Context: an optimization exercise on an open-source flow, tuned for small area, a short achievable clock period and few clock cycles. The choices shown serve that exercise and are no tape-out recipe.
At most, simulation tests tie the RTL to the original design; equivalence was not proved.
No activity file was given, so power comes from the tool's default toggle rates.

north:
==> module kmp_substring_search, before the edit <==
module kmp_substring_search
(
    input  wire                 i_clk,
    input  wire                 i_rst_n,
    input  wire                 i_cfg_we,
    input  wire [1:0]           i_cfg_index,
    input  wire [63:0]          i_cfg_data,
    input  wire                 i_text_valid,
    input  wire [7:0]           i_text_byte,
    input  wire                 i_text_is_final,
    output wire                 o_text_ready,
    output wire                 o_result_valid,
    output wire                 o_result_found,
    output wire [15:0]          o_result_index,
    input  wire                 i_result_ready
);
    logic [63:0] r_pat_lo;
    logic [63:0] r_pat_hi;
    logic        r_lo_ok;      
    logic        r_hi_ok;      
    logic [4:0]  r_nn;         
    logic        r_clear_d;    
    logic        cfg_hit;
    logic [4:0]  cfg_len;
    logic [4:0]  cfg_nn;
    assign cfg_hit = i_cfg_we && (i_cfg_index != 2'd3);
    assign cfg_len = (i_cfg_data[4] && |i_cfg_data[3:0]) ? 5'd16 : i_cfg_data[4:0];
    always_comb begin
        logic lower;
        lower = 1'b0;
        for (int i = 0; i < 5; i++) begin
            cfg_nn[i] = cfg_len[i] ^ lower;
            lower     = lower | cfg_len[i];
        end
    end
    always_ff @(posedge i_clk) begin
        if (i_cfg_we && i_cfg_index == 2'd0) r_pat_lo <= i_cfg_data;
        if (i_cfg_we && i_cfg_index == 2'd1) r_pat_hi <= i_cfg_data;
    end
    always_ff @(posedge i_clk) begin
        if (!i_rst_n) begin
            r_lo_ok   <= 1'b0;
            r_hi_ok   <= 1'b0;
            r_nn      <= '0;
            r_clear_d <= 1'b0;
        end else begin
            r_clear_d <= cfg_hit;
            if (i_cfg_we && i_cfg_index == 2'd0) r_lo_ok <= 1'b1;
            if (i_cfg_we && i_cfg_index == 2'd1) r_hi_ok <= 1'b1;
            if (i_cfg_we && i_cfg_index == 2'd2) r_nn <= cfg_nn;
        end
    end
    logic [15:0] m_last;
    logic [15:0] m_prev;
    logic        n_zero;
    logic        n_le1;
    always_comb begin
        for (int k = 0; k < 16; k++) begin
            m_last[k] = (r_nn == 5'(32 - (k + 1)));
            m_prev[k] = (r_nn == 5'(32 - (k + 2)));
        end
    end
    assign n_zero = (r_nn == 5'd0);
    assign n_le1  = (r_nn == 5'd0) || (r_nn == 5'd31);
    logic [15:0] q_start;
    logic        q_at_sat;
    always_comb begin
        logic lower;
        lower = 1'b1;
        for (int i = 0; i < 5; i++) begin
            q_start[i] = !n_zero && (r_nn[i] ^ lower);
            lower      = lower & r_nn[i];
        end
    end
    assign q_start[15:5] = {11{!n_le1}};
    logic        r_rdy;
    logic        r_frz;
    logic        r_v1, r_f1;
    logic [7:0]  r_b1;
    logic [15:0] r_d;
    logic        r_v2, r_f2, r_h2;
    logic        r_ans;
    logic [15:0] r_q;
    logic        r_out_valid;
    logic        r_out_found;
    logic [15:0] r_out_index;
    logic [15:0] eq;
    logic        zb;
    logic [15:0] dn;
    logic        hit1;
    assign zb = (r_b1 == 8'd0);
    always_comb begin
        for (int k = 0; k < 8; k++) begin
            eq[k]     = r_lo_ok ? (r_b1 == r_pat_lo[8*k +: 8]) : zb;
            eq[k + 8] = r_hi_ok ? (r_b1 == r_pat_hi[8*k +: 8]) : zb;
        end
    end
    assign dn   = {r_d[14:0], 1'b1} & eq;
    assign hit1 = n_zero || |(dn & m_last);
    logic decide2;
    logic issue;
    logic ans_n;
    assign decide2 = r_v2 && !r_ans && (r_h2 || r_f2);
    assign issue   = !r_frz && decide2;
    assign ans_n   = (!r_frz && r_v2) ? (!r_f2 && (r_ans || r_h2)) : r_ans;
    logic cm1;
    logic maybe_n;
    logic out_valid_n;
    assign cm1         = n_le1 || |(r_d & m_prev);
    assign maybe_n     = r_frz ? decide2 : (r_v1 && !ans_n && (r_f1 || cm1));
    assign out_valid_n = issue || (r_out_valid && !i_result_ready);
    logic [15:0] q_inc;
    logic [15:0] q_carry;
    assign q_at_sat = (&r_q[15:5]) && (r_q[4:0] == r_nn);
    assign q_carry[0] = !q_at_sat;
    for (genvar i = 1; i < 16; i++) begin : g_carry
        assign q_carry[i] = !q_at_sat && (&r_q[i-1:0]);
    end
    assign q_inc = r_q ^ q_carry;
    always_ff @(posedge i_clk) begin
        if (!i_rst_n) begin
            r_rdy       <= 1'b0;
            r_frz       <= 1'b0;
            r_v1        <= 1'b0;
            r_v2        <= 1'b0;
            r_d         <= '0;
            r_ans       <= 1'b0;
            r_out_valid <= 1'b0;
        end else if (cfg_hit) begin
            r_rdy       <= 1'b1;
            r_frz       <= 1'b0;
            r_v1        <= 1'b0;
            r_v2        <= 1'b0;
            r_d         <= '0;
            r_ans       <= 1'b0;
            r_out_valid <= out_valid_n;
        end else begin
            r_frz       <= out_valid_n && maybe_n;
            r_rdy       <= !(out_valid_n && maybe_n);
            r_out_valid <= out_valid_n;
            if (!r_frz) begin
                r_v1 <= i_text_valid && r_rdy;
                r_v2 <= r_v1;
                if (r_v1) r_d <= r_f1 ? 16'd0 : dn;
            end
            r_ans <= ans_n;
        end
    end
    always_ff @(posedge i_clk) begin
        if (!i_rst_n) begin
            r_q <= '0;
        end else if (r_clear_d) begin
            r_q <= q_start;
        end else if (!r_frz && r_v2) begin
            r_q <= r_f2 ? q_start : q_inc;
        end
    end
    always_ff @(posedge i_clk) begin
        if (!r_frz) begin
            r_b1 <= i_text_byte;
            r_f1 <= i_text_is_final;
            r_h2 <= hit1;
            r_f2 <= r_f1;
        end
        if (issue) begin
            r_out_found <= r_h2;
            r_out_index <= r_h2 ? r_q : 16'd0;
        end
    end
    assign o_text_ready   = r_rdy;
    assign o_result_valid = r_out_valid;
    assign o_result_found = r_out_found;
    assign o_result_index = r_out_index;
endmodule
==> flow/config.mk <==
export PLATFORM = sky130hd
export DESIGN_NAME = kmp_substring_search
export DESIGN_NICKNAME = kmp_substring_search
export VERILOG_FILES = /design/flow/design.v
export SDC_FILE = /design/flow/constraint.sdc
export NUM_CORES = 4
export LEC_CHECK = 0
export CAP_MARGIN = 20
export CORE_MARGIN = 2
export CORE_UTILIZATION = 40
export PLACE_DENSITY = 0.6
export SETUP_SLACK_MARGIN = 3.45
export SLEW_MARGIN = 20
==> flow/constraint.sdc <==
create_clock -name core_clock -period 5.5 [get_ports {i_clk}]
set_input_delay 1.1000 -clock core_clock [delete_from_list [all_inputs] [get_ports {i_clk}]]
set_output_delay 1.1000 -clock core_clock [all_outputs]
set_load 0.01 [all_outputs]
standard.sh (not shown) runs the stock make flow with config.mk's settings and CLKGATE_MAP_FILE= SYNTH_SCRIPT=/design/flow/synth_recipe.tcl, a recipe that flattens the netlist after the stock synthesis.
==> flow/flow/run.sh <==
#!/bin/bash
set -euo pipefail
bash standard.sh \
  "BUFFER_PORTS_ARGS=-buffer_cell sky130_fd_sc_hd__buf_1" \
  "CTS_ARGS=-sink_clustering_enable -repair_clock_nets -dont_use_dummy_load -root_buf sky130_fd_sc_hd__clkbuf_16 -buf_list sky130_fd_sc_hd__clkbuf_8 -sink_clustering_size 15 -sink_clustering_max_diameter 80" \
  finish > standard_flow.log 2>&1
Testbench counts of north, summed over its fixed seeds: cycles 19,925.
The inputs of south differ from those of north as listed below.
-- flow/design.v --
<<< north, line 80
    end
    logic [15:0] m_last;
    logic [15:0] m_prev;
    logic        n_zero;
    logic        n_le1;
>>> south, line 80
    end
    logic [15:0] m_last;
    logic        n_zero;
    logic        n_le1;
<<< north, line 86
        for (int k = 0; k < 16; k++) begin
            m_last[k] = (r_nn == 5'(32 - (k + 1)));
            m_prev[k] = (r_nn == 5'(32 - (k + 2)));
        end
    end
>>> south, line 85
        for (int k = 0; k < 16; k++) begin
            m_last[k] = (r_nn == 5'(32 - (k + 1)));
        end
    end
<<< north, line 124
        end
    end
    assign dn   = {r_d[14:0], 1'b1} & eq;
    assign hit1 = n_zero || |(dn & m_last);
    logic decide2;
    logic issue;
>>> south, line 122
        end
    end
    assign dn   = {r_d[14:0], 1'b1} & {16{!r_frz}} & eq;
    assign hit1 = (!r_frz && n_zero) || |(dn & m_last);
    logic decide2;
    logic issue;
<<< north, line 135
    logic maybe_n;
    logic out_valid_n;
    assign cm1         = n_le1 || |(r_d & m_prev);
    assign maybe_n     = r_frz ? decide2 : (r_v1 && !ans_n && (r_f1 || cm1));
    assign out_valid_n = issue || (r_out_valid && !i_result_ready);
>>> south, line 133
    logic maybe_n;
    logic out_valid_n;
    assign cm1         = n_le1 || |r_d;
    assign maybe_n     = r_frz ? decide2 : (r_v1 && !ans_n && (r_f1 || cm1));
    assign out_valid_n = issue || (r_out_valid && !i_result_ready);
<<< north, line 188
            r_b1 <= i_text_byte;
            r_f1 <= i_text_is_final;
            r_h2 <= hit1;
            r_f2 <= r_f1;
        end
        if (issue) begin
            r_out_found <= r_h2;
            r_out_index <= r_h2 ? r_q : 16'd0;
        end
    end
    assign o_text_ready   = r_rdy;
>>> south, line 186
            r_b1 <= i_text_byte;
            r_f1 <= i_text_is_final;
            r_f2 <= r_f1;
        end
    end
    always_ff @(posedge i_clk) begin
        r_h2        <= (r_frz && r_h2) || hit1;
        r_out_found <= (issue && r_h2) || (!issue && r_out_found);
        r_out_index <= ({16{issue && r_h2}} & r_q) | ({16{!issue}} & r_out_index);
    end
    assign o_text_ready   = r_rdy;
Results
Summary of south over north: width of the die moved down; overall overflow remaining after global route level.
Diff north and south: largest stage delay on the critical path higher in south
The lower count of non-CTS inverters in the layout of north and south is in south.
Compared with north, in south internal power contribution saw an increase; post-layout minimum cycle time higher; TritonCTS sink count neither gained nor lost much; smallest hold slack lost 56 ps; total number of placement rows lost about 1.8%.
No functional check of the RTL was part of south.

[re-timing with driven ports]
Ports are ideal in the flow. The routed layouts listed here were re-timed in OpenROAD. Step 1: set_driving_cell puts a clkbuf_16 on i_clk and a buf_2 on each other input, an assumption about the parent block. Step 2 times the ports against the registers' clock, not the clock port: input delays grow and output delays shrink by t, the midpoint of the rising clock arrivals with the driver on. Three values: ideal ports, drivers, drivers and shift; two values: the first two.
run	shift t [ns]	setup slack, ns	worst setup path at the end	pins driven straight from the clock port
north	0.497	3.436 / 3.390 / 3.046	input to register	1
south	0.491	3.377 / 3.377 / 2.981	input to register	1
After both steps setup and hold are still met in every run listed. For south, which loses most, drivers alone change the setup slack by 0.000 ns; drivers and shift together by -0.396 ns.
